What follows belongs to an exercise in optimizing a design on an open flow for small area, a short achievable clock period and few clock cycles per item; a production flow would make more cautious choices. RTL that was checked went through simulation tests only; none was proved equivalent to the original. Power is estimated from default activity; no workload was simulated.

Setup of run 1:
Design bias_relu, start of the top module:
module bias_relu #(
  parameter int ROWS    = 4,
  parameter int COLS    = 4,
  parameter int RELU_EN = 1
) (
  input  logic                              clk,
  input  logic                              rst,
  input  logic                              enable,
  input  logic [ROWS-1:0][COLS-1:0][31:0]   matrix_in,
  input  logic [ROWS-1:0][31:0]             bias,
  output logic [ROWS-1:0][COLS-1:0][31:0]   result,
  output logic                              busy,
  output logic                              done
);
For scale: about 4800 cells after synthesis, ~500 flip-flops, about 1200 I/O pins.
export LEC_CHECK = 0
export CAP_MARGIN = 20
export CORE_MARGIN = 2
export CORE_UTILIZATION = 35
export SETUP_SLACK_MARGIN = 3.0
export SLEW_MARGIN = 20
create_clock -name core_clock -period 6.5 [get_ports {clk}]
standard.sh (not shown) runs the stock make flow with config.mk's settings and CLKGATE_MAP_FILE= SYNTH_SCRIPT=/design/flow/synth_recipe.tcl, a recipe that flattens the netlist after the stock synthesis.
==> flow/flow/run.sh <==
#!/bin/bash
# Own layout flow: the standard layout (standard.sh), with
#  - synthesis through flow/synth.tcl: the standard flow's synthesis script with ABC on
#    flow/abc.script (structural mapping, no restructuring) and without the
#    full/half-adder extraction, so the RTL's adder structure is kept;
#  - the port buffers made of sky130_fd_sc_hd__buf_1 instead of the cell
#    buffer_ports picks by default.
# make's output goes to standard_make.log; ORFS keeps each step's log in
# orfs/logs/.
set -euo pipefail
export OWN_WORK=$PWD
export OWN_ABC_SCRIPT=$PWD/flow/abc.script
export BUFFER_PORTS_ARGS="-buffer_cell sky130_fd_sc_hd__buf_1"
bash standard.sh SYNTH_SCRIPT=$PWD/flow/synth.tcl ADDER_MAP_FILE= finish > standard_make.log 2>&1
==> flow/flow/abc.script <==
&get -n
&st
&dch
&nf
&put
buffer -c
topo
stime -c
upsize -c
dnsize -c
==> flow/flow/synth.tcl <==
proc abc {args} {
  set i [lsearch -exact $args -script]
  if {$i >= 0} { lset args [expr {$i + 1}] $::env(OWN_ABC_SCRIPT) }
  yosys abc {*}$args
}
source $::env(OWN_WORK)/synth_recipe.tcl
Testbench counts of run 1, summed over its fixed seeds: cycles 3,192, items 1,600.
> inputs changed (run 1 -> run 3)
--- a/flow/design.v
+++ b/flow/design.v
@@ -298,24 +298,21 @@
     assign c[26] = G4_25;
     assign c[27] = G5_26;
     assign c[28] = G4_27;
     assign c[29] = G5_28;
     assign c[30] = G4_29;
     assign c[31] = G5_30;
     assign c[32] = G4_31;
     assign sum[31:0] = p ^ c[31:0];
     assign sum[32] = p[31] ^ c[32];
-    logic pos, mixed, big, nonneg, ld_one, ld_keep;
-    assign pos     = !e[31] && !b[31];
-    assign mixed   = e[31] ^ b[31];
-    assign big     = pos && c[31];
-    assign nonneg  = pos || (mixed && c[31]);
-    assign ld_one  = !done_q && big;
-    assign ld_keep = !done_q && nonneg;
     logic [30:0] res_q;
     always_ff @(posedge clk) begin
-      res_q <= ({31{done_q}} & res_q) | {31{ld_one}} | ({31{ld_keep}} & sum[30:0]);
+      if (!done_q) begin
+        if (sum[32])      res_q <= '0;             
+        else if (sum[31]) res_q <= {31{1'b1}};     
+        else              res_q <= sum[30:0];
+      end
     end
     assign result[(i / COLS)][(i % COLS)] = {1'b0, res_q};
   end
 endmodule
 `default_nettype wire
[summary]
Run 3 completed; timing, DRC and antenna clean. Diff run 3..run 1 | number of flip-flops and latches in the synthesized netlist | unchanged. Across both runs, number of signal-net inverters in the final layout was lower for run 3 than for run 1. Delta (run 3 minus run 1): number of iterations in the first detailed-routing pass climbed 1; power per unit of standard cell area dropped about 5%; adder-cell share of the synthesized area climbed 0.24 points; power climbed 3.6%; headroom to the max-slew limit climbed 9.7 points. Routed wire length delta for run 3 relative to run 1: 0.31% lower. Diff run 1 and run 3: slew of the pin with the lowest slew margin lower in run 3. Taking run 1 as the reference, in run 3 total instance count after detailed placement went down 77, fraction of the yosys area taken by sequential cells went up 9.9 points. Run 3 reports a lower global router's overall resource usage than run 1 does. Lower synthesis-to-layout area growth was reported by run 1, not run 3.
No functional check of the RTL was part of run 3.

==> static timing again, ports no longer ideal <==
How much do the figures lean on ideal ports? The routed layouts below were timed once more, with nothing changed but the port constraints.
Step 1, drivers: a clkbuf_16 drives clk and a buf_2 each remaining input, both assumed.
Step 2 also shifts input and output timing later by t, the mid clock arrival at the registers, as if the neighbouring blocks saw the same clock.
Three values: ideal ports, drivers, drivers and shift; two values: the first two.
run	t, ns	setup slack, ns	latest minus earliest clock arrival (ns)
run 1	0.742	2.981 / 3.029 / 2.287	0.054 / 0.054
run 3	0.707	3.002 / 3.046 / 2.340	0.040 / 0.039
After both steps setup and hold are still met in every run listed. For run 1, which loses most, drivers alone change the setup slack by +0.048 ns; drivers and shift together by -0.694 ns.
